Context: an optimization exercise on an open-source flow, tuned for small area, a short achievable clock period and few clock cycles per item. The choices shown serve that exercise and are no tape-out recipe. In this exercise RTL edits were held to simulation tests only and were not proved equivalent to the original.

==> design.v <==
package mac_array_pkg;
    localparam int LEN_W = 8;
endpackage
module mac_array_lane (
    input  logic        clk,
    input  logic        fire,
    input  logic [15:0] in_data,
    input  logic [7:0]  in_weight,
    input  logic        clr,
    input  logic        o_load,
    output logic [23:0] out_acc,
    output logic        out_sat
);
    logic [15:0] x1;
    logic [7:0]  w1;
    logic [24:0] s_c, c_c;
    logic [24:0] s2, c2;
    logic [23:0] acc;
    logic        sat;
    logic [24:0] t;
    logic        ovf;
    logic [23:0] res;
    logic        sat_new;
    always_ff @(posedge clk) begin
        x1 <= in_data;
        w1 <= fire ? in_weight : 8'd0;
    end
    mac_array_tree u_tree (
        .x (x1),
        .w (w1),
        .s (s_c),
        .c (c_c)
    );
    always_ff @(posedge clk) begin
        s2 <= s_c;
        c2 <= c_c;
    end
    always_comb begin
        t       = {acc[23], acc} + s2 + c2;
        ovf     = t[24] ^ t[23];
        res     = {t[24], ovf ? {23{~t[24]}} : t[22:0]};
        sat_new = sat | ovf;
    end
    always_ff @(posedge clk) begin
        acc <= clr ? 24'd0 : res;
        sat <= clr ? 1'b0 : sat_new;
        if (o_load) begin
            out_acc <= res;
            out_sat <= sat_new;
        end
    end
endmodule
module mac_array_tree (
    input  logic [15:0] x,
    input  logic [7:0]  w,
    output logic [24:0] s,
    output logic [24:0] c
);
    wire one0 = (w[0] ^ 1'b0);
    wire two0 = ((w[1] & ~w[0] & ~1'b0) | (~w[1] & w[0] & 1'b0));
    wire neg0 = w[1];
    wire one1 = (w[2] ^ w[1]);
    wire two1 = ((w[3] & ~w[2] & ~w[1]) | (~w[3] & w[2] & w[1]));
    wire neg1 = w[3];
    wire one2 = (w[4] ^ w[3]);
    wire two2 = ((w[5] & ~w[4] & ~w[3]) | (~w[5] & w[4] & w[3]));
    wire neg2 = w[5];
    wire one3 = (w[6] ^ w[5]);
    wire two3 = ((w[7] & ~w[6] & ~w[5]) | (~w[7] & w[6] & w[5]));
    wire neg3 = w[7];
    wire r0_0 = (one0 & x[0]) ^ neg0;
    wire r0_1 = ((one0 & x[1]) | (two0 & x[0])) ^ neg0;
    wire r0_2 = ((one0 & x[2]) | (two0 & x[1])) ^ neg0;
    wire r0_3 = ((one0 & x[3]) | (two0 & x[2])) ^ neg0;
    wire r0_4 = ((one0 & x[4]) | (two0 & x[3])) ^ neg0;
    wire r0_5 = ((one0 & x[5]) | (two0 & x[4])) ^ neg0;
    wire r0_6 = ((one0 & x[6]) | (two0 & x[5])) ^ neg0;
    wire r0_7 = ((one0 & x[7]) | (two0 & x[6])) ^ neg0;
    wire r0_8 = ((one0 & x[8]) | (two0 & x[7])) ^ neg0;
    wire r0_9 = ((one0 & x[9]) | (two0 & x[8])) ^ neg0;
    wire r0_10 = ((one0 & x[10]) | (two0 & x[9])) ^ neg0;
    wire r0_11 = ((one0 & x[11]) | (two0 & x[10])) ^ neg0;
    wire r0_12 = ((one0 & x[12]) | (two0 & x[11])) ^ neg0;
    wire r0_13 = ((one0 & x[13]) | (two0 & x[12])) ^ neg0;
    wire r0_14 = ((one0 & x[14]) | (two0 & x[13])) ^ neg0;
    wire r0_15 = ((one0 & x[15]) | (two0 & x[14])) ^ neg0;
    wire r0_16 = ((one0 & x[15]) | (two0 & x[15])) ^ neg0;
    wire r1_0 = (one1 & x[0]) ^ neg1;
    wire r1_1 = ((one1 & x[1]) | (two1 & x[0])) ^ neg1;
    wire r1_2 = ((one1 & x[2]) | (two1 & x[1])) ^ neg1;
    wire r1_3 = ((one1 & x[3]) | (two1 & x[2])) ^ neg1;
    wire r1_4 = ((one1 & x[4]) | (two1 & x[3])) ^ neg1;
    wire r1_5 = ((one1 & x[5]) | (two1 & x[4])) ^ neg1;
    wire r1_6 = ((one1 & x[6]) | (two1 & x[5])) ^ neg1;
    wire r1_7 = ((one1 & x[7]) | (two1 & x[6])) ^ neg1;
    wire r1_8 = ((one1 & x[8]) | (two1 & x[7])) ^ neg1;
    wire r1_9 = ((one1 & x[9]) | (two1 & x[8])) ^ neg1;
    wire r1_10 = ((one1 & x[10]) | (two1 & x[9])) ^ neg1;
    wire r1_11 = ((one1 & x[11]) | (two1 & x[10])) ^ neg1;
    wire r1_12 = ((one1 & x[12]) | (two1 & x[11])) ^ neg1;
    wire r1_13 = ((one1 & x[13]) | (two1 & x[12])) ^ neg1;
    wire r1_14 = ((one1 & x[14]) | (two1 & x[13])) ^ neg1;
    wire r1_15 = ((one1 & x[15]) | (two1 & x[14])) ^ neg1;
    wire r1_16 = ((one1 & x[15]) | (two1 & x[15])) ^ neg1;
    wire r2_0 = (one2 & x[0]) ^ neg2;
    wire r2_1 = ((one2 & x[1]) | (two2 & x[0])) ^ neg2;
    wire r2_2 = ((one2 & x[2]) | (two2 & x[1])) ^ neg2;
    wire r2_3 = ((one2 & x[3]) | (two2 & x[2])) ^ neg2;
    wire r2_4 = ((one2 & x[4]) | (two2 & x[3])) ^ neg2;
    wire r2_5 = ((one2 & x[5]) | (two2 & x[4])) ^ neg2;
    wire r2_6 = ((one2 & x[6]) | (two2 & x[5])) ^ neg2;
    wire r2_7 = ((one2 & x[7]) | (two2 & x[6])) ^ neg2;
    wire r2_8 = ((one2 & x[8]) | (two2 & x[7])) ^ neg2;
    wire r2_9 = ((one2 & x[9]) | (two2 & x[8])) ^ neg2;
    wire r2_10 = ((one2 & x[10]) | (two2 & x[9])) ^ neg2;
    wire r2_11 = ((one2 & x[11]) | (two2 & x[10])) ^ neg2;
    wire r2_12 = ((one2 & x[12]) | (two2 & x[11])) ^ neg2;
    wire r2_13 = ((one2 & x[13]) | (two2 & x[12])) ^ neg2;
    wire r2_14 = ((one2 & x[14]) | (two2 & x[13])) ^ neg2;
    wire r2_15 = ((one2 & x[15]) | (two2 & x[14])) ^ neg2;
    wire r2_16 = ((one2 & x[15]) | (two2 & x[15])) ^ neg2;
    wire r3_0 = (one3 & x[0]) ^ neg3;
    wire r3_1 = ((one3 & x[1]) | (two3 & x[0])) ^ neg3;
    wire r3_2 = ((one3 & x[2]) | (two3 & x[1])) ^ neg3;
    wire r3_3 = ((one3 & x[3]) | (two3 & x[2])) ^ neg3;
    wire r3_4 = ((one3 & x[4]) | (two3 & x[3])) ^ neg3;
    wire r3_5 = ((one3 & x[5]) | (two3 & x[4])) ^ neg3;
    wire r3_6 = ((one3 & x[6]) | (two3 & x[5])) ^ neg3;
    wire r3_7 = ((one3 & x[7]) | (two3 & x[6])) ^ neg3;
    wire r3_8 = ((one3 & x[8]) | (two3 & x[7])) ^ neg3;
    wire r3_9 = ((one3 & x[9]) | (two3 & x[8])) ^ neg3;
    wire r3_10 = ((one3 & x[10]) | (two3 & x[9])) ^ neg3;
    wire r3_11 = ((one3 & x[11]) | (two3 & x[10])) ^ neg3;
    wire r3_12 = ((one3 & x[12]) | (two3 & x[11])) ^ neg3;
    wire r3_13 = ((one3 & x[13]) | (two3 & x[12])) ^ neg3;
    wire r3_14 = ((one3 & x[14]) | (two3 & x[13])) ^ neg3;
    wire r3_15 = ((one3 & x[15]) | (two3 & x[14])) ^ neg3;
    wire r3_16 = ((one3 & x[15]) | (two3 & x[15])) ^ neg3;
    wire t0 = r0_6 ^ r1_4;
    wire t1 = r0_6 & r1_4;
    wire t2 = r0_7 ^ r1_5;
    wire t3 = r0_7 & r1_5;
    wire t4 = r0_8 ^ r1_6;
    wire t5 = r0_8 & r1_6;
    wire t6 = r0_9 ^ r1_7;
    wire t7 = r0_9 & r1_7;
    wire t8 = r0_10 ^ r1_8;
    wire t9 = r0_10 & r1_8;
    wire t10 = r0_11 ^ r1_9;
    wire t11 = r0_11 & r1_9;
    wire t12 = r0_12 ^ r1_10;
    wire t13 = r0_12 & r1_10;
    wire t14 = r0_13 ^ r1_11;
    wire t15 = r0_13 & r1_11;
    wire t16 = r0_14 ^ r1_12;
    wire t17 = r0_14 & r1_12;
    wire t18 = r0_15 ^ r1_13;
    wire t19 = r0_15 & r1_13;
    wire t20 = r0_16 ^ r1_14;
    wire t21 = r0_16 & r1_14;
    wire t22 = r0_16 ^ r1_15;
    wire t23 = r0_16 & r1_15;
    wire t24 = ~r0_16 ^ ~r1_16;
    wire t25 = ~r0_16 & ~r1_16;
    wire t26 = r0_4 ^ r1_2;
    wire t27 = r0_4 & r1_2;
    wire t28 = r0_5 ^ r1_3;
    wire t29 = r0_5 & r1_3;
    wire t30 = r2_2 ^ r3_0 ^ neg3;
    wire t31 = (r2_2 & r3_0) | (r2_2 & neg3) | (r3_0 & neg3);
    wire t32 = r2_3 ^ r3_1 ^ t1;
    wire t33 = (r2_3 & r3_1) | (r2_3 & t1) | (r3_1 & t1);
    wire t34 = r2_4 ^ r3_2 ^ t3;
    wire t35 = (r2_4 & r3_2) | (r2_4 & t3) | (r3_2 & t3);
    wire t36 = r2_5 ^ r3_3 ^ t5;
    wire t37 = (r2_5 & r3_3) | (r2_5 & t5) | (r3_3 & t5);
    wire t38 = r2_6 ^ r3_4 ^ t7;
    wire t39 = (r2_6 & r3_4) | (r2_6 & t7) | (r3_4 & t7);
    wire t40 = r2_7 ^ r3_5 ^ t9;
    wire t41 = (r2_7 & r3_5) | (r2_7 & t9) | (r3_5 & t9);
    wire t42 = r2_8 ^ r3_6 ^ t11;
    wire t43 = (r2_8 & r3_6) | (r2_8 & t11) | (r3_6 & t11);
    wire t44 = r2_9 ^ r3_7 ^ t13;
    wire t45 = (r2_9 & r3_7) | (r2_9 & t13) | (r3_7 & t13);
    wire t46 = r2_10 ^ r3_8 ^ t15;
    wire t47 = (r2_10 & r3_8) | (r2_10 & t15) | (r3_8 & t15);
    wire t48 = r2_11 ^ r3_9 ^ t17;
    wire t49 = (r2_11 & r3_9) | (r2_11 & t17) | (r3_9 & t17);
    wire t50 = r2_12 ^ r3_10 ^ t19;
    wire t51 = (r2_12 & r3_10) | (r2_12 & t19) | (r3_10 & t19);
    wire t52 = r2_13 ^ r3_11 ^ t21;
    wire t53 = (r2_13 & r3_11) | (r2_13 & t21) | (r3_11 & t21);
    wire t54 = r2_14 ^ r3_12 ^ t23;
    wire t55 = (r2_14 & r3_12) | (r2_14 & t23) | (r3_12 & t23);
    wire t56 = 1'b1 ^ r2_15 ^ r3_13;
    wire t57 = (1'b1 & r2_15) | (1'b1 & r3_13) | (r2_15 & r3_13);
    wire t58 = r0_2 ^ r1_0;
    wire t59 = r0_2 & r1_0;
    wire t60 = r0_3 ^ r1_1;
    wire t61 = r0_3 & r1_1;
    wire t62 = r2_0 ^ neg2 ^ t26;
    wire t63 = (r2_0 & neg2) | (r2_0 & t26) | (neg2 & t26);
    wire t64 = r2_1 ^ t27 ^ t28;
    wire t65 = (r2_1 & t27) | (r2_1 & t28) | (t27 & t28);
    wire t66 = t0 ^ t29 ^ t30;
    wire t67 = (t0 & t29) | (t0 & t30) | (t29 & t30);
    wire t68 = t2 ^ t31 ^ t32;
    wire t69 = (t2 & t31) | (t2 & t32) | (t31 & t32);
    wire t70 = t4 ^ t33 ^ t34;
    wire t71 = (t4 & t33) | (t4 & t34) | (t33 & t34);
    wire t72 = t6 ^ t35 ^ t36;
    wire t73 = (t6 & t35) | (t6 & t36) | (t35 & t36);
    wire t74 = t8 ^ t37 ^ t38;
    wire t75 = (t8 & t37) | (t8 & t38) | (t37 & t38);
    wire t76 = t10 ^ t39 ^ t40;
    wire t77 = (t10 & t39) | (t10 & t40) | (t39 & t40);
    wire t78 = t12 ^ t41 ^ t42;
    wire t79 = (t12 & t41) | (t12 & t42) | (t41 & t42);
    wire t80 = t14 ^ t43 ^ t44;
    wire t81 = (t14 & t43) | (t14 & t44) | (t43 & t44);
    wire t82 = t16 ^ t45 ^ t46;
    wire t83 = (t16 & t45) | (t16 & t46) | (t45 & t46);
    wire t84 = t18 ^ t47 ^ t48;
    wire t85 = (t18 & t47) | (t18 & t48) | (t47 & t48);
    wire t86 = t20 ^ t49 ^ t50;
    wire t87 = (t20 & t49) | (t20 & t50) | (t49 & t50);
    wire t88 = t22 ^ t51 ^ t52;
    wire t89 = (t22 & t51) | (t22 & t52) | (t51 & t52);
    wire t90 = t24 ^ t53 ^ t54;
    wire t91 = (t24 & t53) | (t24 & t54) | (t53 & t54);
    wire t92 = t25 ^ t55 ^ t56;
    wire t93 = (t25 & t55) | (t25 & t56) | (t55 & t56);
    wire t94 = ~r2_16 ^ r3_14 ^ t57;
    wire t95 = (~r2_16 & r3_14) | (~r2_16 & t57) | (r3_14 & t57);
    wire t96 = 1'b1 ^ r3_15;
    wire t97 = 1'b1 & r3_15;
    assign s = {1'b1, 1'b1, ~r3_16, t95, t93, t91, t89, t87, t85, t83, t81, t79, t77, t75, t73, t71, t69, t67, t65, t63, t61, t59, neg1, r0_1, r0_0};
    assign c = {1'b0, 1'b0, t97, t96, t94, t92, t90, t88, t86, t84, t82, t80, t78, t76, t74, t72, t70, t68, t66, t64, t62, t60, t58, 1'b0, neg0};
endmodule
module mac_array
#(
    parameter int DATA_WIDTH   = 16,
    parameter int WEIGHT_WIDTH = 8,
    parameter int ACCUM_WIDTH  = 24,
    parameter int LANES        = 8,
    parameter int LEN_WIDTH    = 8
) (
    input  logic                          clk,
    input  logic                          rst,
    input  logic [LEN_WIDTH-1:0]          cfg_len_m1,
    input  logic                          in_valid,
    output logic                          in_ready,
    input  logic [LANES*DATA_WIDTH-1:0]   in_data,
    input  logic [LANES*WEIGHT_WIDTH-1:0] in_weight,
    output logic                          out_valid,
    input  logic                          out_ready,
    output logic [LANES*ACCUM_WIDTH-1:0]  out_accum,
    output logic [LANES-1:0]              out_sat
);
    logic                 in_ready_q;
    logic                 inprog_q;       
    logic [LEN_WIDTH-1:0] rem_q;          
    logic                 v1_q, f1_q, l1_q;  
    logic                 v2_q, l2_q;        
    logic                 afin_q;         
    logic                 ovalid_q;
    logic                 fire, first, last, clr;
    logic                 inprog_d;
    logic [LEN_WIDTH-1:0] rem_d;
    logic                 ofree, fin, o_load, afin_d, ovalid_d;
    logic                 fin1, a1, o1, fin2, a2, in_ready_d;
    always_comb begin
        fire  = in_valid && in_ready_q && !rst;
        first = !inprog_q;
        last  = first ? (cfg_len_m1 == '0) : (rem_q == LEN_WIDTH'(1));
        clr   = f1_q;
        if (fire) begin
            inprog_d = !last;
            rem_d    = first ? cfg_len_m1 : rem_q - LEN_WIDTH'(1);
        end else begin
            inprog_d = inprog_q;
            rem_d    = rem_q;
        end
        ofree    = !ovalid_q || out_ready;
        fin      = v2_q && l2_q;
        o_load   = ofree && (fin || (!v2_q && afin_q));
        afin_d   = fin ? !ofree : (afin_q && !(!v2_q && ofree));
        ovalid_d = o_load || (ovalid_q && !out_ready);
        fin1 = v1_q && l1_q;
        a1   = fin1 ? (ovalid_d || afin_d) : (afin_d && !(!v1_q && !ovalid_d));
        o1   = ovalid_d || fin1 || (!v1_q && afin_d);
        fin2 = fire && last;
        a2   = fin2 ? (o1 || a1) : (a1 && !(!fire && !o1));
        in_ready_d = !(!inprog_d && a2);
    end
    always_ff @(posedge clk) begin
        if (rst) begin
            in_ready_q <= 1'b1;
            inprog_q   <= 1'b0;
            rem_q      <= '0;
            v1_q       <= 1'b0;
            f1_q       <= 1'b0;
            l1_q       <= 1'b0;
            v2_q       <= 1'b0;
            l2_q       <= 1'b0;
            afin_q     <= 1'b0;
            ovalid_q   <= 1'b0;
        end else begin
            in_ready_q <= in_ready_d;
            inprog_q   <= inprog_d;
            rem_q      <= rem_d;
            v1_q       <= fire;
            f1_q       <= fire && first;
            l1_q       <= fire && last;
            v2_q       <= v1_q;
            l2_q       <= l1_q;
            afin_q     <= afin_d;
            ovalid_q   <= ovalid_d;
        end
    end
    assign in_ready  = in_ready_q;
    assign out_valid = ovalid_q;
    for (genvar g = 0; g < LANES; g++) begin : g_lane
        mac_array_lane u_lane (
            .clk      (clk),
            .fire     (fire),
            .in_data  (in_data[g*DATA_WIDTH +: DATA_WIDTH]),
            .in_weight(in_weight[g*WEIGHT_WIDTH +: WEIGHT_WIDTH]),
            .clr      (clr),
            .o_load   (o_load),
            .out_acc  (out_accum[g*ACCUM_WIDTH +: ACCUM_WIDTH]),
            .out_sat  (out_sat[g])
        );
    end
endmodule
module mac_array_top (
    input  logic         clk,
    input  logic         rst,
    input  logic [7:0]   cfg_len_m1,
    input  logic         in_valid,
    output logic         in_ready,
    input  logic [127:0] in_data,
    input  logic [63:0]  in_weight,
    output logic         out_valid,
    input  logic         out_ready,
    output logic [191:0] out_accum,
    output logic [7:0]   out_sat
);
    mac_array #(
        .DATA_WIDTH  (16),
        .WEIGHT_WIDTH(8),
        .ACCUM_WIDTH (24),
        .LANES       (8),
        .LEN_WIDTH   (8)
    ) u_mac_array (
        .clk       (clk),
        .rst       (rst),
        .cfg_len_m1(cfg_len_m1),
        .in_valid  (in_valid),
        .in_ready  (in_ready),
        .in_data   (in_data),
        .in_weight (in_weight),
        .out_valid (out_valid),
        .out_ready (out_ready),
        .out_accum (out_accum),
        .out_sat   (out_sat)
    );
endmodule
==> run.sh <==
#!/bin/bash
# synth_recipe.tcl (not shown) runs the flow's synth.tcl, then flattens the netlist and writes it again
# the make line also repeats each setting of config.mk as NAME=value (left out here)
make -C /OpenROAD-flow-scripts/flow DESIGN_CONFIG=/design/flow/config.mk WORK_HOME=/design/flow/orfs CLKGATE_MAP_FILE= SYNTH_SCRIPT=/design/flow/synth_recipe.tcl finish
==> config.mk <==
export PLATFORM = sky130hd
export DESIGN_NAME = mac_array_top
export DESIGN_NICKNAME = mac_array_top
export VERILOG_FILES = /design/flow/design.v
export SDC_FILE = /design/flow/constraint.sdc
export NUM_CORES = 4
export LEC_CHECK = 0
export ABC_AREA = 1
export CAP_MARGIN = 20
export CORE_MARGIN = 2
export CORE_UTILIZATION = 65
export SETUP_SLACK_MARGIN = 2.6
export SLEW_MARGIN = 20
==> constraint.sdc <==
create_clock -name core_clock -period 5.5 [get_ports {clk}]
set_input_delay 1.1000 -clock core_clock [delete_from_list [all_inputs] [get_ports {clk}]]
set_output_delay 1.1000 -clock core_clock [all_outputs]
set_load 0.01 [all_outputs]
==> run summary <==
[through the flow]
step | area [µm²] | hold WS, ns
floorplan | 59800 | 0.326
detailed placement | 64600 | 0.454
global route | 73700 | 0.498
global placement | 64500 | 0.446
finish | 73700 | 0.460
CTS | 70200 | 0.463
[Yosys cell counts (10+ instances only)]
cell,instances,area [µm²]
clkbuf_1,83,312
clkinv_1,11,41.3
inv_2,16,60.1
o21ai_0,70,350
nand3_1,160,801
dfxtp_1,769,15400
nor2_2,12,75.1
o21bai_1,21,158
a21oi_1,362,1810
o21ai_1,13,65.1
buf_2,55,275
o22ai_1,460,2880
xnor2_1,57,499
nor3_1,32,160
fa_1,408,8170
nand2_1,1484,5570
inv_1,1204,4520
ha_1,338,4230
buf_6,14,158
xor2_1,546,4780
edfxtp_1,200,6010
nand4_1,68,425
buf_4,12,90.1
a21boi_0,16,120
nand3_2,10,100
nor2_1,416,1560
nand3_4,12,210
o211ai_1,15,113
buf_1,35,131
a211oi_1,21,158
[flip-flops by register name, summed over array words and instances, names as in the netlist]
name                               flops
u_mac_array.afin_q                     1
u_mac_array.f1_q                       1
u_mac_array.g_lane.u_lane.acc        192
u_mac_array.g_lane.u_lane.c2         176
u_mac_array.g_lane.u_lane.out_acc    192
u_mac_array.g_lane.u_lane.out_sat      8
u_mac_array.g_lane.u_lane.s2         184
u_mac_array.g_lane.u_lane.sat          8
u_mac_array.g_lane.u_lane.w1          64
u_mac_array.g_lane.u_lane.x1         128
u_mac_array.in_ready_q                 1
u_mac_array.inprog_q                   1
u_mac_array.l1_q                       1
u_mac_array.l2_q                       1
u_mac_array.ovalid_q                   1
u_mac_array.rem_q                      8
u_mac_array.v1_q                       1
u_mac_array.v2_q                       1
[worst max-delay path, stage by stage, from the launching register on]
cell	delay (ns)
dfxtp_1	0.32
inv_1	0.05
fa_1	0.41
inv_1	0.07
ha_2	0.18
inv_2	0.06
fa_2	0.40
inv_2	0.08
nand2_1	0.09
nand3_4	0.11
nand2_2	0.08
nand4_1	0.20
nand2_1	0.14
nor2_4	0.27
a21oi_4	0.06
buf_4	0.14
nor2_1	0.12
[kinds of logic after synthesis]
kind of cell,after synthesis,synth area share [%]
compound gates,1002,9.77
buf+inv,1432,9.40
fa+ha+maj,746,20.7
flops,969,35.8
xor+xnor,603,8.84
simple gates,2234,15.4
[final timing paths]
path	slack (ns)	start	cells after the start	end
worst max register to register	2.62	u_mac_array.g_lane[0].u_lane.s2[0]	16	u_mac_array.g_lane[0].u_lane.acc[20]
worst min-delay path	0.46	u_mac_array.rem_q[0]	1	u_mac_array.rem_q[0]
worst min register to register	0.46	u_mac_array.rem_q[0]	1	u_mac_array.rem_q[0]
worst max-delay path	2.62	u_mac_array.g_lane[0].u_lane.s2[0]	16	u_mac_array.g_lane[0].u_lane.acc[20]
[repair_timing]
action / in CTS / in global routing
endpoints found under the setup margin: 616 / 553
pin swaps: 52 / 145
buffers inserted: 71 / 89
gates cloned: 25 / 6
resized for setup: 252 / 552
hold buffers: 0 / 0
[cell type report]
cell class                      instances  area share, %
Multi-Input combinational cell       4615           49.8
Clock buffer                          143           3.89
Timing Repair Buffer                  595           8.06
Inverter                             1231           6.32
Tap cell                             1186           2.01
Antenna cell                            2        0.00679
Clock inverter                         48          0.801
Sequential cell                       969           29.1
[layer usage]
metal  share of wire (%)  GRT usage, %  routed length (µm)  vias to the layer above
met5               0.016             0                  27                        -
met4                 5.2          16.1                8950                        4
met3                 8.1          5.43               13800                      576
met2                  47          56.6               81200                     2494
met1                  39          43.8               67400                    23900
li1                    -             -                   -                    23400
==> qor.csv <==
metric,value,unit
outcome,finished clean,
grt_pass1_vias,48500,
path_clk_slew,0.06,ns
setup_viol,0,
ys_ff_latch,969,
final_cell_mix,"nand2_1 (1304), inv_1 (1165), dfxtp_1 (750)",
route.detailed.drc,0,
gp_congestion,0.978,
grt_start_max_net_pins,67,
clock_latency,0.70,ns
syn_area,59800,µm²
fmax,0.348,GHz
grt_use_total,34.1,%
relSlewSlack,34.7,%
drive_above_1_share,13.7,%
dp_cells,8404,
cts_buffer_depth,3,
place_ws,1.62,ns
ys_warn_count,2,
cap_violations,0,
syn_nets,7936,
syn-instance-count,6986,
final_hold_viol_count,0,
routed_wl,171000,µm
die_h,307,µm
die_area,94400,µm²
htree_levels,3,
fillers,5892,
fin_util,80.7,%
fp.dieW,307,µm
crit_arrival,3.49,ns
tightestPinTransition,0.978,ns
ys_seq_area_share,35.8,%
pin_count,406,
synth_edf_count,200,
grt-ovfl-total,0,
end_kind,register,
synth.avg_cell_area,8.55,µm²
cts-root-buf,clkbuf_16,
fin_cells,8789,
crit_path_max_fanout,5,
syn2layout_area_growth,23.3,%
finalWorstSetupSlack,2.62,ns
port_buffers,405,
timing.final.crit_share,52.3,%
firstDrtPassIters,7,
cts_tree,yes,
multi_input_area,36700,µm²
critPathRequiredTime,6.11,ns
core,91400,µm²
ant_nets,0,
vias_per_cell,5.73,
numClockSinks,969,
period_minus_slack,2.88,ns
hpwl,118000,µm
async_reset_ff_share,0,%
critPathLaunchType,register,
hp-class,reg -> reg,
path_class,reg -> reg,
synth_cell_type_count,48,
vias,50400,
cts_buffers,101,
fin_nets,8463,
drtIter0Drc,4737,
layout_commonest_cell,nand2_1,
synth_ff_type,dfxtp_1,
grt_pass1_wl,256000,µm
grt_setup_unrepaired,yes,
skew,0.0280,ns
antenna_found_initial,3,
seq_area,21400,µm²
drv_slew,0,
row_count,111,
start_util,65.4,%
wl_per_cell,19.5,µm
tns,0,ns
Testbench counts, summed over its fixed seeds: cycles 27,915, items 3,200.

==> afterwards: timing with drivers on the ports <==
How much do the figures lean on ideal ports? The routed layout below was timed once more, with nothing changed but the port constraints. Step 1: set_driving_cell puts a clkbuf_16 on clk and a buf_2 on each other input, an assumption about the parent block. Step 2 adds t to the input delays and takes it off the output delays; t is the mean of the earliest and latest rising clock arrival at the registers after step 1. Input paths then give back, and output paths get back, about the clock's delay inside the block. Three values: no drivers, after step 1, after step 2; two values: the first two.
t, ns: 0.761
setup WS [ns]: 2.624 / 2.574 / 2.051
worst setup path after step 2: input to register
worst register clock-pin slew, ns: 0.07 / 0.07
After both steps setup and hold are still met in this run. The setup slack of this run moves by -0.050 ns with the drivers and by -0.573 ns with both steps.
